Background: an optimization exercise with open tools, aiming at small area. Do not read the settings as production practice.
Function was checked by simulation only, so behaviour that the tests miss may differ from the original.
Power is estimated from default activity; no workload was simulated. No driver is modelled on the clock port, so clocking that relies on it looks cheaper here than on a real chip.

$ cat design/flow/flow/run.sh
#!/bin/bash
# The standard layout, with two changes:
# - synthesis skips the ABC pass inside Yosys's synth command (SYNTH_ARGS=-noabc), so the
#   full adders are extracted from the RTL's plain gates instead of an ABC-restructured
#   netlist (fewer inverters around them); the final ABC mapping still runs;
# - the input and output ports are buffered with the smallest buffer cell.
set -euo pipefail
bash standard.sh SYNTH_ARGS=-noabc "BUFFER_PORTS_ARGS=-buffer_cell sky130_fd_sc_hd__buf_1" finish > layout_make.log 2>&1
$ cat design/flow/standard.sh
#!/bin/bash
# synth_recipe.tcl (not shown) runs the flow's synth.tcl, then flattens the netlist and writes it again
# the make line also repeats each setting of config.mk as NAME=value (left out here)
make -C /OpenROAD-flow-scripts/flow DESIGN_CONFIG=/design/flow/config.mk WORK_HOME=/design/flow/orfs CLKGATE_MAP_FILE= SYNTH_SCRIPT=/design/flow/synth_recipe.tcl "${@:-finish}"
$ cat design/flow/config.mk
export PLATFORM = sky130hd
export DESIGN_NAME = bin2x2_reduce
export DESIGN_NICKNAME = bin2x2_reduce
export VERILOG_FILES = /design/flow/design.v
export SDC_FILE = /design/flow/constraint.sdc
export NUM_CORES = 4
export LEC_CHECK = 0
export ABC_AREA = 1
export CAP_MARGIN = 0
export CORE_MARGIN = 2
export CORE_UTILIZATION = 75
export CTS_CLUSTER_DIAMETER = 100
export CTS_CLUSTER_SIZE = 30
export SLEW_MARGIN = 0
$ cat design/flow/constraint.sdc
create_clock -name core_clock -period 7.0 [get_ports {clk}]
set_input_delay 1.4000 -clock core_clock [delete_from_list [all_inputs] [get_ports {clk}]]
set_output_delay 1.4000 -clock core_clock [all_outputs]
set_load 0.01 [all_outputs]
$ cat design/flow/design.v
package bin_pkg;
  localparam int unsigned LANES = 8;
  localparam int unsigned PIX_W = 12;
endpackage
module bin_line_buf #(
  parameter int unsigned DEPTH = 60,
  parameter int unsigned DW    = 52
) (
  input  logic          clk,
  input  logic          en,
  input  logic          en_n,
  input  logic [DW-1:0] din,
  output logic [DW-1:0] dout
);
  localparam int unsigned N = DEPTH * DW;
  logic [N-1:0] s;
  logic [N-1:0] prev;
  assign prev = {s[N-DW-1:0], din};
  always_ff @(posedge clk) begin
    s <= ~((prev | {N{en_n}}) & (s | {N{en}}));
  end
  assign dout = s[N-1 -: DW];
endmodule
module bin2x2_reduce (
  input  logic         clk,
  input  logic         rst,
  input  logic [95:0]  in_data,
  input  logic         in_valid,
  input  logic         in_sof,
  output logic         in_ready,
  output logic [47:0]  out_data,
  output logic         out_valid,
  output logic         out_eol,
  input  logic         out_ready,
  output logic         sof_err
);
  localparam int unsigned PW = bin_pkg::PIX_W;
  logic       odd_q, odd_d;
  logic [5:0] col_q;
  logic       accept, eff_odd, last, load, load_n;
  logic [5:0] eff_col;
  logic [4*(PW+1)-1:0] x_cur, s_even;
  logic [47:0] y_pix;
  logic [47:0] out_q;
  logic       even_q, out_idle_q;
  logic       accept_n;
  logic       tgl_q;
  assign in_ready = !odd_q || !out_valid || out_ready;
  assign accept   = in_valid && in_ready;
  assign accept_n = !in_valid || (!even_q && !out_idle_q && !out_ready);
  assign eff_odd  = odd_q && !in_sof;
  assign load     = accept && eff_odd;
  assign load_n   = !in_valid || even_q || in_sof || (!out_idle_q && !out_ready);
  assign eff_col  = in_sof ? 6'd0 : col_q;
  assign last     = (eff_col == 6'd59);
  assign odd_d    = last ? !eff_odd : eff_odd;
  always_comb begin
    for (int j = 0; j < 4; j++) begin
      logic [PW-1:0] a, b;
      logic [PW:0]   h, s, hc;
      logic [PW+1:0] yc, y;
      a = in_data[2*j*PW +: PW];
      b = in_data[(2*j+1)*PW +: PW];
      s = s_even[j*(PW+1) +: PW+1];
      hc[0] = 1'b0;
      for (int i = 0; i < PW; i++) begin
        h[i]    = a[i] ^ b[i] ^ hc[i];
        hc[i+1] = (a[i] & b[i]) | (hc[i] & (a[i] ^ b[i]));
      end
      h[PW] = hc[PW];
      x_cur[j*(PW+1) +: PW+1] = h ^ {(PW+1){tgl_q}};
      yc[0] = tgl_q;
      for (int i = 0; i < PW + 1; i++) begin
        logic xi;
        xi      = x_cur[j*(PW+1) + i];
        y[i]    = s[i] ^ xi ^ yc[i];
        yc[i+1] = (s[i] & xi) | (yc[i] & (s[i] ^ xi));
      end
      y[PW+1] = yc[PW+1];
      y_pix[j*PW +: PW] = y[PW+1:2];
    end
  end
  bin_line_buf #(
    .DEPTH (60),
    .DW    (4 * (PW + 1))
  ) u_line_buf (
    .clk  (clk),
    .en   (accept),
    .en_n (accept_n),
    .din  (x_cur),
    .dout (s_even)
  );
  always_ff @(posedge clk) begin
    if (rst) begin
      tgl_q <= 1'b0;
    end else begin
      tgl_q <= !tgl_q;
    end
  end
  always_ff @(posedge clk) begin
    if (rst) begin
      odd_q      <= 1'b0;
      even_q     <= 1'b1;
      col_q      <= '0;
      out_valid  <= 1'b0;
      out_idle_q <= 1'b1;
      out_eol    <= 1'b0;
      sof_err    <= 1'b0;
    end else begin
      if (accept) begin
        odd_q  <= odd_d;
        even_q <= !odd_d;
        col_q  <= last ? 6'd0 : eff_col + 6'd1;
        if (in_sof && (odd_q || col_q != '0)) begin
          sof_err <= 1'b1;
        end
      end
      if (load) begin
        out_valid  <= 1'b1;
        out_idle_q <= 1'b0;
        out_eol    <= last;
      end else if (out_ready) begin
        out_valid  <= 1'b0;
        out_idle_q <= 1'b1;
        out_eol    <= 1'b0;
      end
    end
  end
  always_ff @(posedge clk) begin
    out_q <= ~((y_pix | {48{load_n}}) & (out_q | {48{load}}));
  end
  assign out_data = out_q ^ {48{tgl_q}};
endmodule
==> flow_summary.toml, run 1 <==
[outcome]
outcome = "timing/DRC/antenna clean"

[finish]
final_layout_size_suffix_gt1_share_pct = 3.963
finalNetCount = 7210
nFillCells = 7581
fin_area_sq_um = 93710
final_cells = 8631
mostFrequentLayoutCell = "dfxtp_1"
final_cell_mix = "dfxtp_1, o22ai_1, buf_1"
fin_util_pct = 78.11
syn2layout_area_growth_pct = 3.395

[die]
core_sq_um = 120000
die-area_sq_um = 123600
ios = 153
num_rows = 127
dieWidth_microns = 351.6
initial_core_util_pct = 75.55
die_h_microns = 351.6

[synthesis]
yosysWarnings = 2
synth_nets = 7562
netlist-cell-type-count = 23
synth_area_sq_um = 90630
synthCells = 7359
syn_area_per_cell_sq_um = 12.32
yosysSeqAreaShare_pct = 70.26
ys_ff_latch = 3181

[critical_path]
crit_top_cell = "fa_2"
path_cells = "buf_1 -> ha_1 -> fa_1 -> xor2_1 -> ha_1 -> inv_1 -> o21bai_1 -> fa_2 -> fa_2 -> fa_2 -> fa_2 -> fa_2 -> fa_2 -> fa_2 -> fa_2 -> fa_2 -> fa_2 -> fa_1 -> o22ai_1"
criticalPathCategory = "in2reg"
cp.required_ps = 7600
r2r_slack_ps = 720
crit_slowest_cell = "fa_1"
critPathArrivalTime_ps = 7250
end_kind = "flip-flop"
cp_max_fo = 2
cp-start-kind = "input pin"
critical_path.max_stage_delay_ps = 510

[global_route]
grt_use_met2_pct = 40.37
grt_pass1_wl_mm = 256.3
grtUsageMet1_pct = 35.05
antenna_found_initial = 6
grt_use_total_pct = 24.58
grt_max_degree = 255
grt_pass1_vias = 51398
grt_overflow = 0
grt_busiest_layer = "met2"
grtUsageMet3_pct = 2.811

[clock_tree]
htree_levels = 3
clkTransAtPathRegs_ps = 100
cts_hold_buf = 0
cts-root-buf = "clkbuf_16"
postCtsResizedCells = 0
cts_tree = "built"
clk_latency_ps = 750
clk_path_buf_depth = 3
cts.sinks = 3181
postCtsSetupBuffers = 0
cts_inserted_buffers = 116

[timing]
fmax_mhz = 150.3
rsz0062_at_grt = "false"
fin_skew_ps = 33.05
worst_slack_ps = 346.9
min_period_ps = 6653
hold-worst-slack_ps = 430.3
tns_ps = 0
finalHoldViolations = 0
slew_headroom_pct = 29.59
setup_viol = 0
max_slew.worst_pin.slew_ps = 1056
drv_slew = 0
finalCritPeriodShare_pct = 95.04

[routing]
post_drt_wl_per_cell_microns = 18.32
antenna_left = 0
drc = 0
num_vias = 55452
drt_first_iter_violations = 3670
firstDrtPassIters = 7
viasPerCell = 6.425
routed_wl_mm = 158.1

[placement]
placed_cells = 8501
placed_cell_area_sq_um = 90620
io_buffers = 152
hpwl_mm = 93.19
pre_cts_slack_ps = -433.5
place_congestion = 0.8787

[power]
p_total_mw = 33.90
leakage_nw = 34.68
ir_drop_mv = 0.2657
p_per_area_nw_per_um2 = 361.8

[hold_path]
min_path_type = "reg2reg"

[job]
maxCapViolCount = 0
## sequential cells by signal, summed over array words and instances (netlist names)
signal and count:
u_line_buf.s 3120, out_q 48, col_q 6, even_q 1, odd_q 1, out_eol 1, out_idle_q 1, out_valid 1
sof_err 1, tgl_q 1
## synthesized netlist by cell type
| cell type | count | area share, % |
|---|---|---|
| nand2_1 | 27 | 0.11 |
| inv_1 | 14 | 0.058 |
| nand3_2 | 1 | 0.011 |
| o21bai_1 | 4 | 0.033 |
| inv_2 | 3 | 0.012 |
| buf_6 | 50 | 0.62 |
| buf_2 | 581 | 3.2 |
| fa_1 | 88 | 1.9 |
| buf_1 | 10 | 0.041 |
| xor2_1 | 101 | 0.98 |
| nor2_1 | 13 | 0.054 |
| nand2_4 | 1 | 0.012 |
| a21oi_1 | 14 | 0.077 |
| nand3_1 | 8 | 0.044 |
| nor3_1 | 1 | 0.0055 |
| xnor2_1 | 2 | 0.019 |
| o21ai_0 | 3 | 0.017 |
| clkbuf_1 | 46 | 0.19 |
| o21ai_2 | 1 | 0.0097 |
| o22ai_1 | 3168 | 22 |
| dfxtp_1 | 3181 | 70 |
| buf_4 | 28 | 0.23 |
| ha_1 | 14 | 0.19 |
## path summary, 6_finish.rpt
kind,startpoint,to,depth (start not counted)
max,in_data[0],out_q[10],19
min,u_line_buf.s[280],u_line_buf.s[332],1
max reg2reg,tgl_q,out_q[46],16
min reg2reg,u_line_buf.s[280],u_line_buf.s[332],1
## cell type report
| cell class | instances | area (sq um) | share of cell area [%] |
|---|---|---|---|
| sequential | 3181 | 63680 | 67.96 |
| multi-input combinational | 3446 | 23150 | 24.70 |
| clock buffer | 122 | 3010 | 3.212 |
| tap | 1612 | 2017 | 2.152 |
| timing repair buffer | 245 | 1694 | 1.808 |
| clock inverter | 4 | 75.07 | 0.08011 |
| inverter | 17 | 71.32 | 0.07610 |
| antenna | 4 | 10.01 | 0.01068 |
## layer usage
metal,vias up,wire (microns)
met5,-,13
met4,2,3488
met3,194,4004
met2,603,76300
met1,27027,74280
li1,27626,-
## worst max-delay path, delay by kind of cell
kind,cells,cell delay [ps]
fa+ha+maj,14,5300
buf+inv,2,140
compound gates,2,170
xor+xnor,1,210
## power breakdown
group	switching, mW	internal, mW	leakage, nW
logic	1.48	1.68	6.30
registers	1.69	21.0	26.9
clock network	4.98	3.10	1.51
total	8.15	25.8	34.7
## cells by family (layout without fill, tap and decap cells)
group           Yosys count  after routing  synth area share [%]
buf+inv                 732            388                 4.364
xor+xnor                103            103                0.9953
other cells               0              4                     0
flops                  3181           3181                 70.26
fa+ha+maj               102            102                 2.137
simple gates             51             51                0.2388
compound gates         3190           3190                 22.00
==> inputs of run 2 (changes only) <==
--- a/design/flow/config.mk
+++ b/design/flow/config.mk
@@ -8,7 +8,7 @@
 export ABC_AREA = 1
 export CAP_MARGIN = 0
 export CORE_MARGIN = 2
-export CORE_UTILIZATION = 75
+export CORE_UTILIZATION = 60
 export CTS_CLUSTER_DIAMETER = 100
 export CTS_CLUSTER_SIZE = 30
 export SLEW_MARGIN = 0
==> run 2 against run 1 <==
Net effect:
- largest power group unchanged
- sequential power is essentially flat
- core utilization shrank 15 points
- still clean
- die area grew 25%
- synthesized cell count is the same
- flip-flop and latch count is the same
- power is essentially flat
- non-clock buffer count grew 10
==> flow_summary.toml, run 2 <==
[power]
p_sw_mw = 8.148
p_sw_share_pct = 24.03
ir_drop_mv = 0.3004
p_seq_share_pct = 66.7
p_per_area_nw_per_um2 = 359.8
clkPwrFrac_pct = 24.1
p_int_mw = 25.76
combinationalPowerShare_pct = 9.3
leakage_nw = 34.71

[critical_path]
critPathBufInv = 2
r2r_start = "tgl_q"
end_kind = "flip-flop"
crit_top_cell = "fa_2"
path_cells = "buf_1 -> ha_1 -> fa_1 -> xor2_1 -> ha_1 -> inv_1 -> o21bai_1 -> fa_2 -> fa_2 -> fa_2 -> fa_2 -> fa_2 -> fa_2 -> fa_2 -> fa_2 -> fa_2 -> fa_2 -> fa_1 -> o22ai_1"
critical_path.max_stage_delay_ps = 510
cp_max_fo = 2
cp-start-kind = "input pin"
critPathArrivalTime_ps = 7280
cp-startpoint = "in_data[0]"
crit_slowest_cell = "fa_1"
cp.required_ps = 7610
criticalPathCategory = "in2reg"
cp_top_family = "adder cells"

[clock_tree]
cts_hold_buf = 0
cts.sinks = 3181
clkTransAtPathRegs_ps = 110
htree_levels = 3
cts_tree = "built"
cts-root-buf = "clkbuf_16"
clk_latency_ps = 770
cts_inserted_buffers = 116
clk_path_buf_depth = 3
postCtsSetupBuffers = 0
postCtsResizedCells = 0

[timing]
rsz0062_at_grt = "false"
tns_ps = 0
fmax_mhz = 150.1
setup_viol = 0
max_slew.worst_pin.slew_ps = 1218
hold-worst-slack_ps = 443.0
fin_skew_ps = 18.01
drv_slew = 0
min_period_ps = 6663
finalCritPeriodShare_pct = 95.19
finalHoldViolations = 0
slew_headroom_pct = 18.78

[die]
die-area_sq_um = 154200
die_h_microns = 392.7
initial_core_util_pct = 60.44
ios = 153
dieWidth_microns = 392.7
core_sq_um = 150000
num_rows = 142

[synthesis]
async_reset_ff_share_pct = 0
synth_nets = 7562
synth_top_area_share_pct = 70.26
yosysTopAreaCell = "dfxtp_1"
yosysSeqAreaShare_pct = 70.26
synth_common_cells = "dfxtp_1, o22ai_1, buf_2"
syn_area_per_cell_sq_um = 12.32
yosysWarnings = 2
netlist-cell-type-count = 23
synth-main-ff-cell = "dfxtp_1"
synth_area_sq_um = 90630
synth_top_cells_by_area = "dfxtp_1, o22ai_1, buf_2"
synth_edf_count = 0
synthCells = 7359
yosysMostFrequentCell = "dfxtp_1"
ys_ff_latch = 3181

[hold_path]
min-delay-start = "u_line_buf.s[1237]"
min_path_type = "reg2reg"

[global_route]
antenna_found_initial = 0
grt_pass1_wl_mm = 258.4
grt_overflow = 0
grt_max_degree = 261
grt_use_total_pct = 19.71
grt_pass1_vias = 51256

[finish]
largest_reg_flops = 3120
final_layout_size_suffix_gt1_share_pct = 4.114
syn2layout_area_growth_pct = 3.961
top_regs = "u_line_buf.s: 3120 flops, out_q: 48 flops, col_q: 6 flops"
antennaDiodeCount = 0
finalNetCount = 7220
largest-register = "u_line_buf.s"
mostFrequentLayoutCell = "dfxtp_1"
final_cell_mix = "dfxtp_1, o22ai_1, buf_1"
nFillCells = 12199

[routing]
firstDrtPassIters = 5
routed_wl_mm = 157.5
drt_first_iter_violations = 3184
drc = 0
viasPerCell = 6.064
post_drt_wl_per_cell_microns = 17.42
num_vias = 54827
antenna_left = 0

[placement]
hpwl_mm = 91.00
place_congestion = 0.8552
io_buffers = 152

[outcome]
outcome = "timing/DRC/antenna clean"

[job]
maxCapViolCount = 0
run 2: worst paths after layout:
| kind | to | slack [ps] | cells after the start |
|---|---|---|---|
| hold reg to reg | u_line_buf.s[1289] | 440 | 1 |
| hold / removal | u_line_buf.s[1289] | 440 | 1 |
| setup reg to reg | out_q[46] | 780 | 16 |
| setup / recovery | out_q[10] | 340 | 19 |
run 2: power groups by stage:
| stage | combinational, mW | sequential, mW | clock [mW] |
|---|---|---|---|
| after floorplan | 2.64 | 22.5 | 0 |
| after global placement | 3.02 | 23.0 | 0 |
| after detailed placement | 3.16 | 23.0 | 0 |
| after CTS | 3.17 | 22.6 | 8.46 |
| after global routing | 3.56 | 23.0 | 9.08 |
| final | 3.15 | 22.6 | 8.16 |
run 2: cell families after synthesis:
kind of cell	count (synthesis)	synth area share (%)
xor+xnor	103	0.9953
simple gates	51	0.2388
flops	3181	70.26
compound gates	3190	22.00
buf+inv	732	4.364
fa+ha+maj	102	2.137
run 2: metrics by stage:
stage | total power [mW] | utilization, % | area (sq um) | worst slack (ps) | instances
final | 33.91 | 62.84 | 94220 | 336.9 | 9041
after global placement | 26.01 | 60.77 | 91130 | -339.5 | 8915
after global routing | 35.60 | 62.84 | 94220 | 178.6 | 9041
after detailed placement | 26.18 | 60.77 | 91130 | -453.2 | 8915
after floorplan | 25.10 | - | 90760 | -19.26 | 7359
after CTS | 34.26 | 62.84 | 94220 | 371.8 | 9041
run 2: routing by layer:
layer | global-route usage [%] | wire, microns | part of all wire, %
met1 | 28.18 | 76750 | 49
met2 | 32.12 | 73950 | 47
met3 | 2.444 | 3517 | 2.2
met4 | 4.493 | 3320 | 2.1
met5 | 0 | 0 | 0
run 2: layout make-up:
cell class	instances	area, sq um	area share [%]
tap	2016	2522	2.677
timing repair buffer	255	1707	1.811
inverter	17	71.32	0.07569
clock buffer	121	3007	3.191
clock inverter	5	83.83	0.08897
multi-input combinational	3446	23150	24.57
sequential	3181	63680	67.59
==> inputs of run 3 (changes only) <==
--- a/design/flow/design.v
+++ b/design/flow/design.v
@@ -52,7 +52,7 @@
   assign load     = accept && eff_odd;
   assign load_n   = !in_valid || even_q || in_sof || (!out_idle_q && !out_ready);
   assign eff_col  = in_sof ? 6'd0 : col_q;
-  assign last     = (eff_col == 6'd59);
+  assign last     = (eff_col == 6'b010100);
   assign odd_d    = last ? !eff_odd : eff_odd;
   always_comb begin
     for (int j = 0; j < 4; j++) begin
@@ -110,7 +110,7 @@
       if (accept) begin
         odd_q  <= odd_d;
         even_q <= !odd_d;
-        col_q  <= last ? 6'd0 : eff_col + 6'd1;
+        col_q  <= last ? 6'd0 : {eff_col[4:0], !(eff_col[5] ^ eff_col[4])};
         if (in_sof && (odd_q || col_q != '0)) begin
           sof_err <= 1'b1;
         end
==> run 3 against run 2 <==
Net effect:
- die area is 0.50% lower
- global-route usage is 0.081 points lower
- largest cell class unchanged
- synthesized cell count is 0.22% lower
- clock skew hardly changed
- non-clock buffer count is 3 higher
- largest power group unchanged
- final area hardly changed
- first-iteration DRC count is 1.3% lower
==> flow_summary.toml, run 3 <==
[timing]
rsz0062_at_grt = "false"
slew_headroom_pct = 16.70
setup_viol = 0
max_slew.worst_pin.slew_ps = 1249
worst_slack_ps = 287.4
finalCritPeriodShare_pct = 95.89
hold-worst-slack_ps = 439.8
drv_slew = 0
fmax_mhz = 149.0
min_period_ps = 6713
finalHoldViolations = 0
fin_skew_ps = 18.50

[clock_tree]
cts.sinks = 3181
htree_levels = 3
cts_inserted_buffers = 116
cts_tree = "built"
postCtsResizedCells = 0
clkTransAtPathRegs_ps = 100
cts-root-buf = "clkbuf_16"
clk_latency_ps = 760
postCtsSetupBuffers = 0
clk_path_buf_depth = 3
cts_hold_buf = 0

[critical_path]
crit_top_cell = "fa_1"
cp.required_ps = 7620
criticalPathCategory = "in2reg"
critPathArrivalTime_ps = 7340
end_kind = "flip-flop"
cp-start-kind = "input pin"
crit_slowest_cell = "fa_2"
cp_max_fo = 2
path_cells = "buf_1 -> ha_1 -> fa_1 -> fa_1 -> fa_1 -> fa_1 -> fa_1 -> fa_1 -> fa_1 -> fa_2 -> xor2_1 -> fa_2 -> fa_2 -> fa_2 -> fa_2 -> fa_1 -> o22ai_1"
critical_path.max_stage_delay_ps = 540

[synthesis]
yosysTopAreaCell = "dfxtp_1"
synth_edf_count = 0
synth_nets = 7545
ys_ff_latch = 3181
synth_top_cells_by_area = "dfxtp_1, o22ai_1, buf_2"
yosysMostFrequentCell = "dfxtp_1"
yosysSeqAreaShare_pct = 70.62
netlist-cell-type-count = 22
synth_common_cells = "dfxtp_1, o22ai_1, buf_2"
syn_area_per_cell_sq_um = 12.28
synth_top_area_share_pct = 70.62
yosysWarnings = 2
synth-main-ff-cell = "dfxtp_1"
synthCells = 7343
async_reset_ff_share_pct = 0
synth_area_sq_um = 90180

[finish]
mostFrequentLayoutCell = "dfxtp_1"
top_regs = "u_line_buf.s: 3120 flops, out_q: 48 flops, col_q: 6 flops"
final_layout_size_suffix_gt1_share_pct = 4.149
fin_area_sq_um = 94140
syn2layout_area_growth_pct = 4.393
largest_reg_flops = 3120
largest-register = "u_line_buf.s"
finalNetCount = 7205
final_cell_mix = "dfxtp_1, o22ai_1, buf_1"
nFillCells = 12066
final_cells = 9030

[global_route]
grt_max_degree = 279
antenna_found_initial = 4
grt_pass1_vias = 50888
grt_pass1_wl_mm = 257.8
grt_overflow = 0
grt_use_total_pct = 19.63

[routing]
viasPerCell = 6.075
num_vias = 54853
drt_first_iter_violations = 3143
post_drt_wl_per_cell_microns = 17.28
drc = 0
antenna_left = 0
firstDrtPassIters = 5
routed_wl_mm = 156.1

[power]
p_per_area_nw_per_um2 = 366.1
combinationalPowerShare_pct = 10.2
p_total_mw = 34.47
leakage_nw = 34.61
p_sw_mw = 8.461
clkPwrFrac_pct = 23.5
p_sw_share_pct = 24.55
p_int_mw = 26.01
p_seq_share_pct = 66.3
ir_drop_mv = 0.2834

[placement]
pre_cts_slack_ps = -440.9
io_buffers = 152
placed_cell_area_sq_um = 91080
place_congestion = 0.8429
placed_cells = 8901
hpwl_mm = 88.63

[die]
initial_core_util_pct = 60.28
core_sq_um = 149600
num_rows = 142
ios = 153
dieWidth_microns = 391.7
die-area_sq_um = 153400
die_h_microns = 391.7

[hold_path]
min_path_type = "reg2reg"

[outcome]
outcome = "timing/DRC/antenna clean"

[job]
maxCapViolCount = 0
[run 3: cell types whose count changed in the layout (fill, tap and decap cells not counted), sizes merged, moves of 2 or more]
cell / previous run / this run
nand2: 28 / 14
nand3: 9 / 13
buf: 255 / 258
xnor2: 2 / 0
nor2: 13 / 8
nor3: 1 / 3
[run 3: cell families (layout without fill, tap and decap cells)]
family,count (synthesis),after routing,share of synthesized area [%]
AO/OA/AOI/OAI,3192,3192,22.14
other,0,1,0
adder cells (fa/ha/maj),101,101,2.134
AND/OR/NAND/NOR,38,38,0.1887
XOR/XNOR,100,100,0.9713
flip-flops,3181,3181,70.62
buffers and inverters,731,401,3.943
[run 3: path summary, 6_finish.rpt]
check	slack, ps	from	depth (start not counted)	to
setup / recovery	290	in_data[48]	17	out_q[34]
hold / removal	440	u_line_buf.s[1562]	1	u_line_buf.s[1614]
setup reg to reg	960	tgl_q	16	out_q[34]
hold reg to reg	440	u_line_buf.s[1562]	1	u_line_buf.s[1614]
[run 3: per-layer routing]
| metal | vias to the layer above | wire, microns | global-route usage (%) |
|---|---|---|---|
| met4 | 8 | 3752 | 5.077 |
| met1 | 26729 | 76460 | 28.39 |
| li1 | 27531 | - | - |
| met3 | 185 | 4008 | 2.695 |
| met2 | 400 | 71820 | 31.14 |
| met5 | - | 42 | 0 |
[run 3: final cells by class]
class | count | area [sq um] | share of cell area, %
clock inverters | 8 | 92.59 | 0.09836
well taps | 2016 | 2522 | 2.680
multi-input cells | 3431 | 23080 | 24.52
clock buffers | 120 | 2960 | 3.145
inverters | 15 | 63.81 | 0.06779
repair buffers | 258 | 1729 | 1.837
diodes | 1 | 2.502 | 0.002658
flip-flops and latches | 3181 | 63680 | 67.65
[run 3: metrics by stage]
step | setup TNS (ps) | utilization (%)
after floorplan | -77.14 | -
after global placement | -2443 | 60.88
after detailed placement | -3033 | 60.88
after CTS | 0 | 62.92
after global routing | 0 | 62.92
final | 0 | 62.93
[run 3: critical path, delay by kind of cell]
family                   cells  cell delay, ps
adder cells (fa/ha/maj)     14            5640
AO/OA/AOI/OAI                1              80
buffers and inverters        1             110
XOR/XNOR                     1              90
[run 3: power groups by stage]
stage,clock [mW],combinational [mW],sequential (mW)
finish,8.10,3.51,22.9
global route,9.03,3.94,23.2
CTS,8.41,3.54,22.9
detailed placement,0,3.52,23.3
global placement,0,3.37,23.2
floorplan,0,2.82,22.7
==> inputs of run 4 (changes only) <==
--- a/design/flow/config.mk
+++ b/design/flow/config.mk
@@ -10,5 +10,6 @@
 export CORE_MARGIN = 2
 export CORE_UTILIZATION = 60
 export CTS_CLUSTER_DIAMETER = 100
-export CTS_CLUSTER_SIZE = 30
+export CTS_CLUSTER_SIZE = 34
+export PLACE_DENSITY = 0.8
 export SLEW_MARGIN = 0
==> run 4 against run 3 <==
Net effect:
- still clean on timing, DRC and antenna
- clock skew is 6.1 ps higher
- combinational power hardly changed
- maximum frequency is 2.1% lower
- die area unchanged
- routed wire length decreased by 0.43%
- flip-flop and latch count did not move
- clock power down 5.2%
- hold slack worse by 5.7 ps
- global-route usage is 0.21 points lower
- sequential share of layout area increased by 0.31 points
- first-iteration DRC count increased by 2.9%
- final area decreased by 0.46%
- critical path type unchanged
- largest cell class unchanged
==> flow_summary.toml, run 4 <==
[outcome]
outcome = "timing/DRC/antenna clean"

[die]
num_rows = 142
initial_core_util_pct = 60.28
ios = 153
core_sq_um = 149600
dieWidth_microns = 391.7
die_h_microns = 391.7
die-area_sq_um = 153400

[global_route]
grt_max_degree = 266
grt_pass1_vias = 51202
grt_pass1_wl_mm = 254.7
grt_overflow = 0
antenna_found_initial = 2
grt_use_total_pct = 19.43

[routing]
firstDrtPassIters = 5
num_vias = 55117
viasPerCell = 6.123
antenna_left = 0
drt_first_iter_violations = 3235
drc = 0
routed_wl_mm = 155.4
post_drt_wl_per_cell_microns = 17.27

[hold_path]
min_path_type = "reg2reg"

[timing]
drv_slew = 0
tns_ps = 0
setup_viol = 0
slew_headroom_pct = 24.64
finalCritPeriodShare_pct = 97.97
finalHoldViolations = 0
rsz0062_at_grt = "false"
fin_skew_ps = 24.60
min_period_ps = 6858
max_slew.worst_pin.slew_ps = 1130
worst_slack_ps = 141.8
fmax_mhz = 145.8

[finish]
top_regs = "u_line_buf.s: 3120 flops, out_q: 48 flops, col_q: 6 flops"
finalNetCount = 7178
largest_reg_flops = 3120
final_cell_mix = "dfxtp_1, o22ai_1, buf_1"
final_layout_size_suffix_gt1_share_pct = 3.794
largest-register = "u_line_buf.s"
antennaDiodeCount = 0
fin_area_sq_um = 93710
syn2layout_area_growth_pct = 3.916
mostFrequentLayoutCell = "dfxtp_1"
final_cells = 9001

[placement]
place_congestion = 0.8757
hpwl_mm = 91.21
pre_cts_slack_ps = -838.4
placed_cell_area_sq_um = 90980
placed_cells = 8887
io_buffers = 152

[clock_tree]
cts-root-buf = "clkbuf_16"
clkTransAtPathRegs_ps = 120
htree_levels = 3
cts_inserted_buffers = 103
cts.sinks = 3181
postCtsSetupBuffers = 0
clk_latency_ps = 770
cts_tree = "built"
clk_path_buf_depth = 3

[synthesis]
synth_edf_count = 0
synth_top_area_share_pct = 70.62
netlist-cell-type-count = 22
synth_common_cells = "dfxtp_1, o22ai_1, buf_2"
synth_area_sq_um = 90180
yosysMostFrequentCell = "dfxtp_1"
yosysSeqAreaShare_pct = 70.62
synth_nets = 7545
synth_top_cells_by_area = "dfxtp_1, o22ai_1, buf_2"
async_reset_ff_share_pct = 0
yosysWarnings = 2
ys_ff_latch = 3181
syn_area_per_cell_sq_um = 12.28
yosysTopAreaCell = "dfxtp_1"
synth-main-ff-cell = "dfxtp_1"
synthCells = 7343

[critical_path]
cp.required_ps = 7630
critical_path.max_stage_delay_ps = 510
crit_slowest_cell = "fa_1"
end_kind = "flip-flop"
critPathArrivalTime_ps = 7490
criticalPathCategory = "in2reg"
crit_top_cell = "fa_1"
path_cells = "buf_1 -> ha_1 -> fa_1 -> fa_2 -> buf_4 -> fa_1 -> fa_1 -> fa_1 -> fa_1 -> fa_1 -> xor2_1 -> fa_2 -> fa_2 -> fa_2 -> fa_2 -> fa_2 -> fa_1 -> o22ai_1"
cp_max_fo = 2
cp-start-kind = "input pin"

[power]
p_per_area_nw_per_um2 = 364.0
ir_drop_mv = 0.2826
leakage_nw = 34.39

[job]
maxCapViolCount = 0
## run 4: cell counts after synthesis
Identical to the previous run, type by type.
## run 4: worst paths after layout
path / from / end / slack (ps) / depth (start not counted)
hold reg to reg: u_line_buf.s[2395] / u_line_buf.s[2447] / 430 / 1
setup reg to reg: tgl_q / out_q[34] / 890 / 16
hold / removal: u_line_buf.s[2395] / u_line_buf.s[2447] / 430 / 1
setup / recovery: in_data[24] / out_q[22] / 140 / 18
## run 4: area by class of cell
type                       instances  area [sq um]
clock inverter                     9         132.6
tap                             2016          2522
timing repair buffer             244          1624
fill                           11294         55890
clock buffer                     105          2595
multi-input combinational       3431         23080
sequential                      3181         63680
inverter                          15         63.81
## run 4: timing repair
item	4_1_cts	5_1_grt
setup endpoints to repair	0	2
gates resized for setup	0	1
hold buffers	0	0
## run 4: worst max-delay path: cells and delay by family
| kind | cells | cell delay, ps |
|---|---|---|
| AO/OA/AOI/OAI | 1 | 80 |
| XOR/XNOR | 1 | 190 |
| adder cells (fa/ha/maj) | 14 | 5540 |
| buffers and inverters | 2 | 270 |
## run 4: metrics by stage
| step | power [mW] | utilization (%) | hold slack (ps) |
|---|---|---|---|
| after floorplan | 25.49 | - | 423.7 |
| after global placement | 26.52 | 60.81 | 431.8 |
| after detailed placement | 26.81 | 60.81 | 435.0 |
| after CTS | 34.33 | 62.64 | 443.9 |
| after global routing | 35.68 | 62.64 | 458.6 |
| final | 34.11 | 62.64 | 434.1 |
## run 4: routing by layer
layer,global-route usage (%),vias up,wire [microns]
li1,-,27421,-
met1,27.81,26953,74090
met2,31.49,551,73760
met3,2.412,188,4392
met4,4.734,4,3133
met5,0,-,28
## run 4: where the power goes
group | total (mW) | internal [mW] | switching [mW]
Clock | 7.68 | 2.75 | 4.93
Sequential | 22.9 | 21.1 | 1.78
Combinational | 3.52 | 1.82 | 1.70
Total | 34.1 | 25.7 | 8.42
## run 4: cells by family after synthesis
logic type | after synthesis | share of synthesized area, %
buffers and inverters | 731 | 3.943
adder cells (fa/ha/maj) | 101 | 2.134
XOR/XNOR | 100 | 0.9713
flip-flops | 3181 | 70.62
AO/OA/AOI/OAI | 3192 | 22.14
AND/OR/NAND/NOR | 38 | 0.1887
==> inputs of run 5 (changes only) <==
--- a/design/flow/config.mk
+++ b/design/flow/config.mk
@@ -11,5 +11,4 @@
 export CORE_UTILIZATION = 60
 export CTS_CLUSTER_DIAMETER = 100
 export CTS_CLUSTER_SIZE = 34
-export PLACE_DENSITY = 0.8
 export SLEW_MARGIN = 0
==> run 5 against run 4 <==
Net effect:
- synthesized cell count did not move
- global-route usage rose by 0.17 points
- sequential power barely moved
- largest power group unchanged
- clock-buffer cell count rose by 2
- still clean
- clock skew rose by 13 ps
- maximum frequency rose by 2.2%
- final cell count rose by 0.19%
==> flow_summary.toml, run 5 <==
[routing]
viasPerCell = 6.066
drt_first_iter_violations = 2994
antenna_left = 0
routed_wl_mm = 155.8
firstDrtPassIters = 7
drc = 0
num_vias = 54702
post_drt_wl_per_cell_microns = 17.27

[critical_path]
worstSetupPathDepth = 19
cp.required_ps = 7620
crit_top_cell = "fa_2"
cp_max_fo = 2
critPathArrivalTime_ps = 7330
critical_path.max_stage_delay_ps = 520
reg2reg_depth = 16
cp_top_family = "adder cells"
criticalPathCategory = "in2reg"
crit_slowest_cell = "fa_1"
end_kind = "flip-flop"
critPathBufInv = 2
r2r_slack_ps = 950
path_cells = "buf_1 -> ha_1 -> fa_1 -> xor2_1 -> ha_1 -> inv_1 -> o21bai_1 -> fa_2 -> fa_2 -> fa_2 -> fa_2 -> fa_2 -> fa_2 -> fa_2 -> fa_2 -> fa_2 -> fa_2 -> fa_1 -> o22ai_1"
cp-start-kind = "input pin"

[die]
die-area_sq_um = 153400
core_sq_um = 149600
initial_core_util_pct = 60.28
dieWidth_microns = 391.7
die_h_microns = 391.7
ios = 153
num_rows = 142

[power]
leakage_nw = 34.49
p_total_mw = 34.16
p_per_area_nw_per_um2 = 363.9
ir_drop_mv = 0.2929

[global_route]
grtUsageMet3_pct = 2.686
grt_use_total_pct = 19.60
grt_pass1_vias = 50728
antenna_found_initial = 4
grt_use_met2_pct = 31.02
grt_busiest_layer = "met2"
grtUsageMet1_pct = 28.37
grt_pass1_wl_mm = 257.4
grt_max_degree = 279
grt_overflow = 0

[clock_tree]
cts.sinks = 3181
postCtsResizedCells = 0
cts_tree = "built"
cts_inserted_buffers = 104
postCtsSetupBuffers = 0
htree_levels = 3
cts_hold_buf = 0
cts-root-buf = "clkbuf_16"
clkTransAtPathRegs_ps = 120
clk_latency_ps = 770
clk_path_buf_depth = 3

[synthesis]
syn_area_per_cell_sq_um = 12.28
yosysTopAreaCell = "dfxtp_1"
ys_ff_latch = 3181
synth_area_sq_um = 90180
yosysSeqAreaShare_pct = 70.62
synth_top_area_share_pct = 70.62
yosysWarnings = 2
netlist-cell-type-count = 22
synth_top_cells_by_area = "dfxtp_1, o22ai_1, buf_2"
synth_common_cells = "dfxtp_1, o22ai_1, buf_2"
yosysMostFrequentCell = "dfxtp_1"
async_reset_ff_share_pct = 0
synth_nets = 7545
synth-main-ff-cell = "dfxtp_1"
synthCells = 7343
synth_edf_count = 0

[finish]
syn2layout_area_growth_pct = 4.115
mostFrequentLayoutCell = "dfxtp_1"
fin_area_sq_um = 93890
seq_area_sq_um = 63680
largest_reg_flops = 3120
multi_input_area_sq_um = 23080
final_cells = 9018
top_regs = "u_line_buf.s: 3120 flops, out_q: 48 flops, col_q: 6 flops"
final_layout_size_suffix_gt1_share_pct = 3.999
nFillCells = 12118
final_cell_mix = "dfxtp_1, o22ai_1, buf_1"
finalNetCount = 7193
largest-register = "u_line_buf.s"

[timing]
tns_ps = 0
min_period_ps = 6713
fmax_mhz = 149.0
hold-worst-slack_ps = 424.6
finalCritPeriodShare_pct = 95.90
fin_skew_ps = 37.28
max_slew.worst_pin.slew_ps = 1188
setup_viol = 0
finalHoldViolations = 0
rsz0062_at_grt = "false"
slew_headroom_pct = 20.77
drv_slew = 0

[placement]
io_buffers = 152
placed_cell_area_sq_um = 91080
place_congestion = 0.8429
placed_cells = 8901
hpwl_mm = 88.63

[hold_path]
min_path_type = "reg2reg"
holdPathStages = 1

[job]
maxCapViolCount = 0

[outcome]
outcome = "timing/DRC/antenna clean"
-- run 5: worst paths after layout --
path | start | to
worst max-delay path | in_data[48] | out_q[34]
worst min-delay path | u_line_buf.s[2347] | u_line_buf.s[2399]
worst max register to register | tgl_q | out_q[34]
worst min register to register | u_line_buf.s[2347] | u_line_buf.s[2399]
-- run 5: cell type report --
cell class / instances / share of cell area [%]
clock inverter: 9 / 0.1559
tap: 2016 / 2.687
timing repair buffer: 258 / 1.842
clock buffer: 107 / 2.829
inverter: 15 / 0.06797
antenna: 1 / 0.002665
multi-input combinational: 3431 / 24.58
sequential: 3181 / 67.83
-- run 5: through the flow --
step / worst slack (ps) / utilization [%]
after floorplan: -19.29 / -
after global placement: -447.3 / 60.88
after global routing: 169.2 / 62.76
final: 287.0 / 62.76
after detailed placement: -440.9 / 60.88
after CTS: 359.1 / 62.76
-- run 5: layer usage --
layer | part of all wire (%) | vias up
li1 | - | 27487
met1 | 49 | 26672
met2 | 46 | 345
met3 | 2.5 | 190
met4 | 2.5 | 8
met5 | 0.027 | -
-- run 5: power breakdown --
group / internal [mW] / switching [mW] / leakage [nW]
clock: 2.79 / 5.01 / 1.37
combinational: 1.83 / 1.68 / 6.28
sequential: 21.1 / 1.74 / 26.8
-- run 5: logic make-up (layout without fill, tap and decap cells) --
logic type                 Yosys count  after routing  share of synthesized area (%)
other                                0              1                              0
adders and majority gates          101            101                          2.134
xor gates and xnor gates           100            100                         0.9713
AOI/OAI and AO/OA                 3192           3192                          22.14
DFF                               3181           3181                          70.62
buffers and inverters              731            389                          3.943
and+or+nand+nor                     38             38                         0.1887
==> inputs of run 6 (changes only) <==
--- a/design/flow/config.mk
+++ b/design/flow/config.mk
@@ -9,6 +9,7 @@
 export CAP_MARGIN = 0
 export CORE_MARGIN = 2
 export CORE_UTILIZATION = 60
+export CTS_BUF_LIST = sky130_fd_sc_hd__clkbuf_8 sky130_fd_sc_hd__clkbuf_16
 export CTS_CLUSTER_DIAMETER = 100
 export CTS_CLUSTER_SIZE = 34
 export SLEW_MARGIN = 0
==> run 6 against run 5 <==
Net effect:
- still clean
- clock power barely moved
- routed wire length barely moved
- sequential share of layout area did not move
- global-route usage did not move
- flip-flop and latch count did not move
- clock-buffer cell count fell by 1
- final area did not move
- critical path depth did not move
- final cell count did not move
- critical endpoint unchanged
- largest cell class unchanged
- largest power group unchanged
- highest routed layer unchanged
==> flow_summary.toml, run 6 <==
[clock_tree]
clk_latency_ps = 770
clkTransAtPathRegs_ps = 120
cts-root-buf = "clkbuf_16"
cts_hold_buf = 0
cts.sinks = 3181
postCtsSetupBuffers = 0
postCtsResizedCells = 0
cts_inserted_buffers = 104
clk_path_buf_depth = 3
htree_levels = 3
cts_tree = "built"

[timing]
rsz0062_at_grt = "false"
tns_ps = 0
hold-worst-slack_ps = 424.6
slew_headroom_pct = 20.77
max_slew.worst_pin.slew_ps = 1188
finalCritPeriodShare_pct = 95.90
min_period_ps = 6713
fin_skew_ps = 37.28
worst_slack_ps = 286.9
setup_viol = 0
fmax_mhz = 149.0
drv_slew = 0
finalHoldViolations = 0

[synthesis]
synth-main-ff-cell = "dfxtp_1"
yosysTopAreaCell = "dfxtp_1"
async_reset_ff_share_pct = 0
synth_top_cells_by_area = "dfxtp_1, o22ai_1, buf_2"
yosysSeqAreaShare_pct = 70.62
ys_ff_latch = 3181
synthCells = 7343
synth_top_area_share_pct = 70.62
synth_nets = 7545
synth_area_sq_um = 90180
synth_common_cells = "dfxtp_1, o22ai_1, buf_2"
netlist-cell-type-count = 22
syn_area_per_cell_sq_um = 12.28
yosysMostFrequentCell = "dfxtp_1"
synth_edf_count = 0
yosysWarnings = 2

[critical_path]
crit_slowest_cell = "fa_1"
critPathBufInv = 2
end_kind = "flip-flop"
crit_top_cell = "fa_2"
cp_top_family = "adder cells"
cp-start-kind = "input pin"
path_cells = "buf_1 -> ha_1 -> fa_1 -> xor2_1 -> ha_1 -> inv_1 -> o21bai_1 -> fa_2 -> fa_2 -> fa_2 -> fa_2 -> fa_2 -> fa_2 -> fa_2 -> fa_2 -> fa_2 -> fa_2 -> fa_1 -> o22ai_1"
critical_path.max_stage_delay_ps = 520
cp_max_fo = 2
criticalPathCategory = "in2reg"
critPathArrivalTime_ps = 7330
cp.required_ps = 7620

[power]
p_sw_share_pct = 24.68
clkPwrFrac_pct = 22.8
p_int_mw = 25.73
p_total_mw = 34.16
p_seq_share_pct = 66.9
combinationalPowerShare_pct = 10.3
ir_drop_mv = 0.2929
leakage_nw = 34.49
p_per_area_nw_per_um2 = 363.9
p_sw_mw = 8.430

[placement]
io_buffers = 152
place_congestion = 0.8429
placed_cells = 8901
pre_cts_slack_ps = -440.9
placed_cell_area_sq_um = 91080
hpwl_mm = 88.63

[global_route]
grt_pass1_wl_mm = 257.4
grt_max_degree = 279
grt_use_total_pct = 19.60
grt_pass1_vias = 50728
antenna_found_initial = 4
grt_overflow = 0

[finish]
largest_reg_flops = 3120
fin_area_sq_um = 93890
fin_util_pct = 62.76
final_layout_size_suffix_gt1_share_pct = 3.999
syn2layout_area_growth_pct = 4.115
final_cell_mix = "dfxtp_1, o22ai_1, buf_1"
mostFrequentLayoutCell = "dfxtp_1"
final_cells = 9018
finalNetCount = 7193
top_regs = "u_line_buf.s: 3120 flops, out_q: 48 flops, col_q: 6 flops"
seq_area_sq_um = 63680
nFillCells = 12118
multi_input_area_sq_um = 23080
largest-register = "u_line_buf.s"

[outcome]
outcome = "timing/DRC/antenna clean"

[routing]
firstDrtPassIters = 7
drt_first_iter_violations = 2993
viasPerCell = 6.066
num_vias = 54704
post_drt_wl_per_cell_microns = 17.28
antenna_left = 0
drc = 0
routed_wl_mm = 155.8

[die]
num_rows = 142
dieWidth_microns = 391.7
die_h_microns = 391.7
ios = 153
initial_core_util_pct = 60.28
core_sq_um = 149600
die-area_sq_um = 153400

[job]
maxCapViolCount = 0

[hold_path]
min_path_type = "reg2reg"
==> run 6: cell types whose count changed in the layout (fill, tap and decap cells not counted) <==
cell	previous run	this run
clkbuf_1	1	0
inv_1	14	15
==> run 6: layout make-up <==
| cell class | instances | share of cell area [%] |
|---|---|---|
| Antenna cell | 1 | 0.002665 |
| Multi-Input combinational cell | 3431 | 24.58 |
| Inverter | 15 | 0.06797 |
| Clock inverter | 10 | 0.1599 |
| Timing Repair Buffer | 258 | 1.842 |
| Sequential cell | 3181 | 67.83 |
| Tap cell | 2016 | 2.687 |
| Clock buffer | 106 | 2.825 |
==> run 6: logic make-up after synthesis <==
group	synth area share [%]
AO/OA/AOI/OAI	22.14
XOR/XNOR	0.9713
adder cells (fa/ha/maj)	2.134
buffers and inverters	3.943
flip-flops	70.62
AND/OR/NAND/NOR	0.1887
==> run 6: worst paths after layout <==
kind | start | to | slack [ps] | depth (start not counted)
max | in_data[48] | out_q[34] | 290 | 19
min | u_line_buf.s[2347] | u_line_buf.s[2399] | 420 | 1
max reg2reg | tgl_q | out_q[34] | 950 | 16
min reg2reg | u_line_buf.s[2347] | u_line_buf.s[2399] | 420 | 1
==> run 6: power by group through the flow <==
stage / clock, mW / sequential, mW / combinational (mW)
finish: 7.80 / 22.9 / 3.51
detailed placement: 0 / 23.3 / 3.52
global route: 8.71 / 23.2 / 3.94
CTS: 8.10 / 22.9 / 3.54
floorplan: 0 / 22.7 / 2.82
global placement: 0 / 23.2 / 3.37
==> run 6: routing by layer <==
metal,track usage (%),wire length (microns),up-vias
met5,0,42,-
met4,5.147,3836,8
met3,2.686,3872,190
met2,31.02,71990,344
met1,28.37,76080,26675
li1,-,-,27487
==> inputs of run 7 (changes only) <==
--- a/design/flow/config.mk
+++ b/design/flow/config.mk
@@ -9,7 +9,9 @@
 export CAP_MARGIN = 0
 export CORE_MARGIN = 2
 export CORE_UTILIZATION = 60
-export CTS_BUF_LIST = sky130_fd_sc_hd__clkbuf_8 sky130_fd_sc_hd__clkbuf_16
 export CTS_CLUSTER_DIAMETER = 100
-export CTS_CLUSTER_SIZE = 34
+export CTS_CLUSTER_SIZE = 30
+export GPL_ROUTABILITY_DRIVEN = 0
+export PLACE_DENSITY = 0.8
 export SLEW_MARGIN = 0
+export TNS_END_PERCENT = 5
==> run 7 against run 6 <==
Net effect:
- critical path type unchanged
- synthesized cell count unchanged
- die area unchanged
- critical endpoint is now out_q[10]
- hold slack better by 4.0 ps
- flip-flop and latch count stayed put
- final area up 0.14%
- still clean
- clock skew shrank 0.75 ps
- setup slack got worse by 140 ps
- sequential power is essentially flat
- global-route usage shrank 0.33 points
==> flow_summary.toml, run 7 <==
[timing]
rsz0062_at_grt = "false"
max_slew.worst_pin.slew_ps = 1125
drv_slew = 0
fin_skew_ps = 36.54
finalCritPeriodShare_pct = 97.91
finalHoldViolations = 0
setup_viol = 0
min_period_ps = 6854
fmax_mhz = 145.9
tns_ps = 0
slew_headroom_pct = 25.01

[power]
combinationalPowerShare_pct = 10.2
p_seq_share_pct = 66.5
p_per_area_nw_per_um2 = 366.6
clkPwrFrac_pct = 23.3
p_sw_mw = 8.501
p_total_mw = 34.47
leakage_nw = 34.54
ir_drop_mv = 0.2665
p_int_mw = 25.97
p_sw_share_pct = 24.66

[placement]
placed_cells = 8885
placed_cell_area_sq_um = 90960
hpwl_mm = 89.93
io_buffers = 152

[finish]
finalNetCount = 7189
largest_reg_flops = 3120
largest-register = "u_line_buf.s"
fin_area_sq_um = 94020
mostFrequentLayoutCell = "dfxtp_1"
multi_input_area_sq_um = 23080
final_cell_mix = "dfxtp_1, o22ai_1, buf_1"
nFillCells = 11304
seq_area_sq_um = 63680
syn2layout_area_growth_pct = 4.261
top_regs = "u_line_buf.s: 3120 flops, out_q: 48 flops, col_q: 6 flops"
final_layout_size_suffix_gt1_share_pct = 3.931
final_cells = 9013

[synthesis]
synth_area_sq_um = 90180
synth-main-ff-cell = "dfxtp_1"
yosysWarnings = 2
ys_ff_latch = 3181
synth_top_area_share_pct = 70.62
synth_edf_count = 0
synth_top_cells_by_area = "dfxtp_1, o22ai_1, buf_2"
async_reset_ff_share_pct = 0
yosysMostFrequentCell = "dfxtp_1"
yosysSeqAreaShare_pct = 70.62
syn_area_per_cell_sq_um = 12.28
synth_nets = 7545
synthCells = 7343
yosysTopAreaCell = "dfxtp_1"
synth_common_cells = "dfxtp_1, o22ai_1, buf_2"
netlist-cell-type-count = 22

[routing]
drc = 0
antenna_left = 0
drt_first_iter_violations = 3796
routed_wl_mm = 153.7
post_drt_wl_per_cell_microns = 17.06
num_vias = 55079
viasPerCell = 6.111
firstDrtPassIters = 5

[critical_path]
critPathArrivalTime_ps = 7480
path_cells = "buf_1 -> buf_12 -> ha_1 -> fa_1 -> xor2_1 -> ha_1 -> inv_1 -> o21bai_1 -> fa_2 -> fa_2 -> fa_2 -> fa_2 -> fa_2 -> fa_2 -> fa_2 -> fa_2 -> fa_2 -> fa_2 -> fa_1 -> o22ai_1"
cp_max_fo = 2
criticalPathCategory = "in2reg"
crit_slowest_cell = "fa_1"
cp-start-kind = "input pin"
crit_top_cell = "fa_2"
critPathBufInv = 3
cp.required_ps = 7620
cp_top_family = "adder cells"
end_kind = "flip-flop"
critical_path.max_stage_delay_ps = 530

[global_route]
grt_pass1_vias = 51884
grt_overflow = 0
antenna_found_initial = 4
grt_max_degree = 237
grt_use_total_pct = 19.27
grt_pass1_wl_mm = 254.1

[die]
core_sq_um = 149600
num_rows = 142
initial_core_util_pct = 60.28
die-area_sq_um = 153400
ios = 153
dieWidth_microns = 391.7
die_h_microns = 391.7

[clock_tree]
clkTransAtPathRegs_ps = 110
cts_inserted_buffers = 116
htree_levels = 3
postCtsResizedCells = 0
cts_hold_buf = 0
clk_latency_ps = 780
postCtsSetupBuffers = 0
cts-root-buf = "clkbuf_16"
clk_path_buf_depth = 3
cts_tree = "built"
cts.sinks = 3181

[job]
maxCapViolCount = 0

[hold_path]
min_path_type = "reg2reg"

[outcome]
outcome = "timing/DRC/antenna clean"
-- run 7: cell counts after synthesis --
No cell type changed its count.
-- run 7: routing by layer --
layer / global-route usage [%] / vias to the layer above / wire length (microns)
li1: - / 27466 / -
met1: 26.88 / 26729 / 71920
met2: 31.40 / 660 / 72570
met3: 3.126 / 220 / 5822
met4: 4.902 / 4 / 3403
met5: 0 / - / 14
-- run 7: per-stage QoR --
stage / worst slack (ps) / util, % / hold slack, ps
after floorplan: -19.29 / - / 423.7
after global placement: -742.3 / 60.80 / 430.8
after detailed placement: -804.4 / 60.80 / 436.1
after CTS: 37.99 / 62.84 / 427.9
after global routing: 25.20 / 62.84 / 444.4
final: 146.4 / 62.85 / 428.6
-- run 7: kinds of logic (layout without fill, tap and decap cells) --
group	count (synthesis)	in the layout	share of synthesized area, %
AO/OA/AOI/OAI	3192	3192	22.14
flip-flops	3181	3181	70.62
buffers and inverters	731	383	3.943
adder cells (fa/ha/maj)	101	101	2.134
XOR/XNOR	100	100	0.9713
AND/OR/NAND/NOR	38	38	0.1887
other	0	2	0
-- run 7: cell type report --
class	count	share of cell area (%)
inverters	15	0.06787
flip-flops and latches	3181	67.74
multi-input cells	3431	24.55
clock buffers	117	3.091
clock inverters	9	0.1517
well taps	2016	2.683
diodes	2	0.005323
repair buffers	242	1.711
-- run 7: path summary, 6_finish.rpt --
check	startpoint	to	slack [ps]	cells past startpoint
setup / recovery	in_data[12]	out_q[10]	150	20
hold / removal	u_line_buf.s[2376]	u_line_buf.s[2428]	430	1
setup reg to reg	tgl_q	out_q[22]	720	16
hold reg to reg	u_line_buf.s[2376]	u_line_buf.s[2428]	430	1
-- run 7: power by group through the flow --
stage / clock, mW / sequential, mW / combinational (mW)
after floorplan: 0 / 22.7 / 2.82
after global placement: 0 / 23.2 / 3.29
after detailed placement: 0 / 23.3 / 3.51
after CTS: 8.23 / 22.9 / 3.53
after global routing: 8.85 / 23.3 / 3.94
final: 8.03 / 22.9 / 3.53
-- run 7: worst reg2reg max path: stages (launching register included) --
cell and delay, ps:
dfxtp_4 740, xor2_1 300, ha_1 270, a21oi_1 150, o21bai_1 110, fa_2 490, fa_2 410, fa_2 380
fa_2 380, fa_2 420, fa_2 390, fa_2 380, fa_2 370, fa_2 390, fa_2 370, fa_1 510
o22ai_1 80
==> inputs of run 8 (changes only) <==
--- a/design/flow/config.mk
+++ b/design/flow/config.mk
@@ -10,8 +10,7 @@
 export CORE_MARGIN = 2
 export CORE_UTILIZATION = 60
 export CTS_CLUSTER_DIAMETER = 100
-export CTS_CLUSTER_SIZE = 30
+export CTS_CLUSTER_SIZE = 32
 export GPL_ROUTABILITY_DRIVEN = 0
-export PLACE_DENSITY = 0.8
 export SLEW_MARGIN = 0
 export TNS_END_PERCENT = 5
==> run 8 against run 7 <==
Net effect:
- first-iteration DRC count shrank 15%
- sequential share of layout area grew 0.11 points
- hold slack improved by 8.3 ps
- clock-buffer cell count down 5
- setup slack gained 150 ps
==> flow_summary.toml, run 8 <==
[hold_path]
min-delay-start = "u_line_buf.s[404]"
min_path_type = "reg2reg"

[clock_tree]
cts_inserted_buffers = 109
postCtsResizedCells = 0
postCtsSetupBuffers = 0
cts-root-buf = "clkbuf_16"
clkTransAtPathRegs_ps = 110
htree_levels = 3
clk_latency_ps = 770
cts.sinks = 3181
cts_hold_buf = 0
cts_tree = "built"
clk_path_buf_depth = 3

[global_route]
grt_pass1_wl_mm = 257.4
grt_pass1_vias = 50787
grt_max_degree = 265
grt_overflow = 0
grt_use_total_pct = 19.64
antenna_found_initial = 5

[synthesis]
synthXorXnorAreaFrac_pct = 0.9713
syn_area_per_cell_sq_um = 12.28
netlist-cell-type-count = 22
yosysMostFrequentCell = "dfxtp_1"
synth_compound_area_share_pct = 22.14
async_reset_ff_share_pct = 0
synth_area_sq_um = 90180
synthCells = 7343
synth-main-ff-cell = "dfxtp_1"
yosysTopAreaCell = "dfxtp_1"
synth_fa_ha_area_share_pct = 2.134
ys_ff_latch = 3181
synth_nets = 7545
synth_edf_count = 0
yosysWarnings = 2
synthMuxAreaShare_pct = 0
synth_common_cells = "dfxtp_1, o22ai_1, buf_2"
yosys.area_share.simple_pct = 0.1887
synth_top_cells_by_area = "dfxtp_1, o22ai_1, buf_2"
synth_top_family_by_area = "compound AO/OA/AOI/OAI gates"
synth_top_area_share_pct = 70.62
yosysSeqAreaShare_pct = 70.62

[power]
clkPwrFrac_pct = 23.1
p_per_area_nw_per_um2 = 365.4
p_seq_share_pct = 66.8
p_int_mw = 25.86
ir_drop_mv = 0.2825
p_sw_share_pct = 24.59
p_sw_mw = 8.432
leakage_nw = 34.48
combinationalPowerShare_pct = 10.1

[finish]
final_cells = 9013
nFillCells = 12069
largest-register = "u_line_buf.s"
largest_reg_flops = 3120
final_cell_mix = "dfxtp_1, o22ai_1, buf_1"
finalNetCount = 7190
syn2layout_area_growth_pct = 4.089
top_regs = "u_line_buf.s: 3120 flops, out_q: 48 flops, col_q: 6 flops"
mostFrequentLayoutCell = "dfxtp_1"
final_layout_size_suffix_gt1_share_pct = 3.917
fin_area_sq_um = 93860

[critical_path]
reg2reg_to = "out_q[34]"
cp-startpoint = "in_data[48]"
r2r_start = "tgl_q"
cp_max_fo = 2
cp.required_ps = 7610
end_kind = "flip-flop"
criticalPathCategory = "in2reg"
endpoint = "out_q[34]"
critPathArrivalTime_ps = 7310
cp-start-kind = "input pin"
r2r_slack_ps = 840
reg2reg_depth = 16

[routing]
post_drt_wl_per_cell_microns = 17.34
viasPerCell = 6.058
antenna_left = 0
routed_wl_mm = 156.3
num_vias = 54601
drt_first_iter_violations = 3220
firstDrtPassIters = 5
drc = 0

[job]
maxCapViolCount = 0

[outcome]
outcome = "timing/DRC/antenna clean"

[timing]
rsz0062_at_grt = "false"
finalHoldViolations = 0
slew_headroom_pct = 18.73
fin_skew_ps = 24.25
drv_slew = 0
min_period_ps = 6707
max_slew.worst_pin.slew_ps = 1219
finalCritPeriodShare_pct = 95.82
fmax_mhz = 149.1
setup_viol = 0

[die]
core_sq_um = 149600
num_rows = 142
die-area_sq_um = 153400
die_h_microns = 391.7
initial_core_util_pct = 60.28
ios = 153
dieWidth_microns = 391.7

[placement]
placed_cells = 8893
hpwl_mm = 89.36
placed_cell_area_sq_um = 90980
io_buffers = 152
[run 8: cell counts after synthesis]
Identical to the previous run, type by type.
[run 8: critical path: stages]
cell and delay, ps:
buf_1 70, ha_1 190, fa_1 400, fa_1 400, fa_1 420, fa_1 410
fa_1 420, fa_1 400, fa_1 420, fa_2 540, xor2_1 110, fa_2 410
fa_2 380, fa_2 370, fa_2 370, fa_1 510, o22ai_1 80
[run 8: power groups by stage]
stage | clock [mW] | sequential [mW] | combinational [mW]
CTS | 8.23 | 22.9 | 3.50
finish | 7.92 | 22.9 | 3.48
floorplan | 0 | 22.7 | 2.82
global placement | 0 | 23.3 | 3.33
detailed placement | 0 | 23.3 | 3.49
global route | 8.83 | 23.3 | 3.91
[run 8: final cells by class]
| class | count | area (sq um) | share of cell area (%) |
|---|---|---|---|
| flip-flops and latches | 3181 | 63680 | 67.85 |
| multi-input cells | 3431 | 23080 | 24.59 |
| clock buffers | 112 | 2781 | 2.963 |
| well taps | 2016 | 2522 | 2.687 |
| repair buffers | 250 | 1632 | 1.738 |
| clock inverters | 6 | 92.59 | 0.09864 |
| inverters | 15 | 63.81 | 0.06798 |
| diodes | 2 | 5.005 | 0.005332 |
[run 8: how the worst min path moves through the flow]
stage                         end  slack [ps]  cells past startpoint
6_report        u_line_buf.s[456]         440                      1
5_1_grt        u_line_buf.s[3008]         450                      1
4_1_cts         u_line_buf.s[456]         430                      1
3_5_place_dp   u_line_buf.s[2723]         440                      1
3_3_place_gp   u_line_buf.s[1196]         430                      1
2_1_floorplan  u_line_buf.s[2810]         420                      1
[run 8: stage by stage]
step,worst slack (ps),power (mW),hold slack [ps],setup TNS (ps),util [%]
after floorplan,-19.29,25.49,423.7,-77.14,-
after global placement,-362.5,26.61,429.5,-2121,60.82
after detailed placement,-418.9,26.80,435.3,-3081,60.82
after CTS,400.8,34.65,432.3,0,62.74
after global routing,214.7,36.01,452.7,0,62.74
final,292.9,34.30,437.0,0,62.74
[run 8: logic make-up (layout without fill, tap and decap cells)]
logic type               count (synthesis)  after routing
adder cells (fa/ha/maj)                101            101
other                                    0              2
AO/OA/AOI/OAI                         3192           3192
XOR/XNOR                               100            100
AND/OR/NAND/NOR                         38             38
buffers and inverters                  731            383
flip-flops                            3181           3181
[run 8: layer usage]
| metal | vias to the layer above | part of all wire (%) | global-route usage (%) |
|---|---|---|---|
| met2 | 365 | 46 | 31.61 |
| met1 | 26604 | 49 | 28.29 |
| met3 | 172 | 2.4 | 2.686 |
| li1 | 27454 | - | - |
| met4 | 6 | 2.0 | 4.364 |
| met5 | - | 0.024 | 0 |
==> inputs of run 9 (changes only) <==
--- a/design/flow/config.mk
+++ b/design/flow/config.mk
@@ -10,7 +10,7 @@
 export CORE_MARGIN = 2
 export CORE_UTILIZATION = 60
 export CTS_CLUSTER_DIAMETER = 100
-export CTS_CLUSTER_SIZE = 32
+export CTS_CLUSTER_SIZE = 34
 export GPL_ROUTABILITY_DRIVEN = 0
 export SLEW_MARGIN = 0
 export TNS_END_PERCENT = 5
==> run 9 against run 8 <==
Net effect:
- via count hardly changed
- setup slack better by 15 ps
- flip-flop and latch count stayed put
- critical path type unchanged
- final cell count is 0.12% lower
- critical path depth stayed put
- final area is 0.24% lower
==> flow_summary.toml, run 9 <==
[outcome]
outcome = "timing/DRC/antenna clean"

[timing]
fmax_mhz = 149.4
slew_headroom_pct = 18.98
setup_viol = 0
hold-worst-slack_ps = 442.3
fin_skew_ps = 22.63
min_period_ps = 6692
finalHoldViolations = 0
max_slew.worst_pin.slew_ps = 1215
rsz0062_at_grt = "false"
finalCritPeriodShare_pct = 95.61
drv_slew = 0
tns_ps = 0

[clock_tree]
cts-root-buf = "clkbuf_16"
cts.sinks = 3181
htree_levels = 3
clk_path_buf_depth = 3
clkTransAtPathRegs_ps = 120
cts_tree = "built"
clk_latency_ps = 740
cts_inserted_buffers = 103
postCtsResizedCells = 0
postCtsSetupBuffers = 0
cts_hold_buf = 0

[routing]
post_drt_wl_per_cell_microns = 17.31
met2_wirelength_mm = 71.93
viasPerCell = 6.062
firstDrtPassIters = 5
drc = 0
routed_wl_mm = 155.8
wl_met3_mm = 4.300
num_vias = 54567
antenna_left = 0
met1Wirelength_mm = 76.83
drt_first_iter_violations = 3229
highest_layer = "met5"

[die]
num_rows = 142
core_sq_um = 149600
die-area_sq_um = 153400
die_h_microns = 391.7
ios = 153
initial_core_util_pct = 60.28
dieWidth_microns = 391.7

[synthesis]
synth_edf_count = 0
synth-main-ff-cell = "dfxtp_1"
yosysTopAreaCell = "dfxtp_1"
syn_area_per_cell_sq_um = 12.28
ys_ff_latch = 3181
yosysSeqAreaShare_pct = 70.62
synth_area_sq_um = 90180
synth_nets = 7545
async_reset_ff_share_pct = 0
synth_top_cells_by_area = "dfxtp_1, o22ai_1, buf_2"
synthCells = 7343
synth_common_cells = "dfxtp_1, o22ai_1, buf_2"
yosysMostFrequentCell = "dfxtp_1"
netlist-cell-type-count = 22
yosysWarnings = 2
synth_top_area_share_pct = 70.62

[critical_path]
critical_path.max_stage_delay_ps = 540
cp_max_fo = 2
cp-start-kind = "input pin"
cp_top_family = "adder cells"
crit_slowest_cell = "fa_2"
path_cells = "buf_1 -> ha_1 -> fa_1 -> fa_1 -> fa_1 -> fa_1 -> fa_1 -> fa_1 -> fa_1 -> fa_2 -> xor2_1 -> fa_2 -> fa_2 -> fa_2 -> fa_2 -> fa_1 -> o22ai_1"
critPathBufInv = 1
end_kind = "flip-flop"
crit_top_cell = "fa_1"
criticalPathCategory = "in2reg"
cp.required_ps = 7610
cp-startpoint = "in_data[48]"
r2r_start = "tgl_q"
critPathArrivalTime_ps = 7300
r2r_slack_ps = 890

[placement]
hpwl_mm = 89.36
placed_cells = 8893
placed_cell_area_sq_um = 90980
io_buffers = 152

[hold_path]
min-delay-start = "u_line_buf.s[403]"
min_path_type = "reg2reg"

[finish]
top_regs = "u_line_buf.s: 3120 flops, out_q: 48 flops, col_q: 6 flops"
final_cell_mix = "dfxtp_1, o22ai_1, buf_1"
fin_area_sq_um = 93640
syn2layout_area_growth_pct = 3.838
final_cells = 9002
final_layout_size_suffix_gt1_share_pct = 3.766
mostFrequentLayoutCell = "dfxtp_1"
largest-register = "u_line_buf.s"
fin_util_pct = 62.59
finalNetCount = 7184
largest_reg_flops = 3120

[global_route]
antenna_found_initial = 5
grt_overflow = 0
grt_max_degree = 265
grt_pass1_vias = 50546
grt_use_total_pct = 19.57
grt_pass1_wl_mm = 256.7

[job]
maxCapViolCount = 0

[power]
ir_drop_mv = 0.2270
leakage_nw = 34.37
p_per_area_nw_per_um2 = 363.2
==> run 9: final timing paths <==
check	cells after the start	to
worst max-delay path	17	out_q[34]
worst min-delay path	1	u_line_buf.s[455]
worst max register to register	16	out_q[34]
worst min register to register	1	u_line_buf.s[455]
==> run 9: cell type report <==
class	count	area, sq um
Sequential cell	3181	63680
Clock inverter	1	16.27
Inverter	15	63.81
Multi-Input combinational cell	3431	23080
Fill cell	12113	55960
Tap cell	2016	2522
Antenna cell	2	5.005
Timing Repair Buffer	250	1632
Clock buffer	106	2631
==> run 9: where the power goes <==
group          switching (mW)  internal [mW]
clock network            4.90           2.73
registers                1.79           21.1
logic                    1.66           1.82
total                    8.34           25.7
==> run 9: per-layer routing <==
metal | vias to the layer above | GRT usage [%]
met5 | - | 0
met4 | 6 | 4.538
met3 | 142 | 2.518
met2 | 398 | 31.42
met1 | 26560 | 28.31
li1 | 27461 | -
==> run 9: metrics by stage <==
stage          power, mW  setup WS [ps]
2_1_floorplan      25.49         -19.29
3_3_place_gp       26.61         -362.5
3_5_place_dp       26.80         -418.9
4_1_cts            34.37          400.5
5_1_grt            35.73          184.5
6_report           34.01          307.5
==> run 9: kinds of logic after synthesis <==
logic type | count (synthesis) | share of synthesized area [%]
compound gates | 3192 | 22.14
xor+xnor | 100 | 0.9713
fa+ha+maj | 101 | 2.134
buf+inv | 731 | 3.943
flops | 3181 | 70.62
simple gates | 38 | 0.1887
==> run 9: worst register-to-register path: stages, from the launching register on <==
cell and delay (ps):
dfxtp_4 700, xor2_1 330, ha_1 270, a21oi_1 170, o21bai_1 120, fa_2 390, fa_2 390, fa_2 380
fa_2 380, fa_2 390, fa_2 380, fa_2 380, fa_2 380, fa_2 370, fa_2 370, fa_1 510
o22ai_1 80

## afterwards: timing with drivers on the ports
Ports are ideal in the flow. The routed layouts listed here were re-timed in OpenROAD. Step 1, drivers: a clkbuf_16 drives clk and a buf_2 each remaining input, both assumed. Step 2 moves the port delays by t, midway between the first and last clock arrival at a register: inputs arrive t later, outputs are due t later. That takes back most of the time a late clock gives input paths. a / b / c = ideal ports / drivers / drivers and shift; a / b = the first two.
run	shift t [ns]	slack for setup (ns)	worst setup path at the end
run 1	0.807	0.347 / 0.399 / -0.408	input to register
run 2	0.830	0.337 / 0.387 / -0.443	input to register
run 3	0.826	0.287 / 0.340 / -0.486	input to register
run 4	0.839	0.142 / 0.201 / -0.638	input to register
run 5	0.823	0.287 / 0.340 / -0.483	input to register
run 6	0.823	0.287 / 0.340 / -0.483	input to register
run 7	0.837	0.146 / 0.194 / -0.642	input to register
run 8	0.828	0.293 / 0.345 / -0.483	input to register
run 9	0.806	0.308 / 0.360 / -0.446	input to register
Met with ideal ports but missed after step 2: setup timing in every run listed. The setup slack of run 7, which loses most, moves by +0.048 ns with the drivers and by -0.788 ns with both steps.
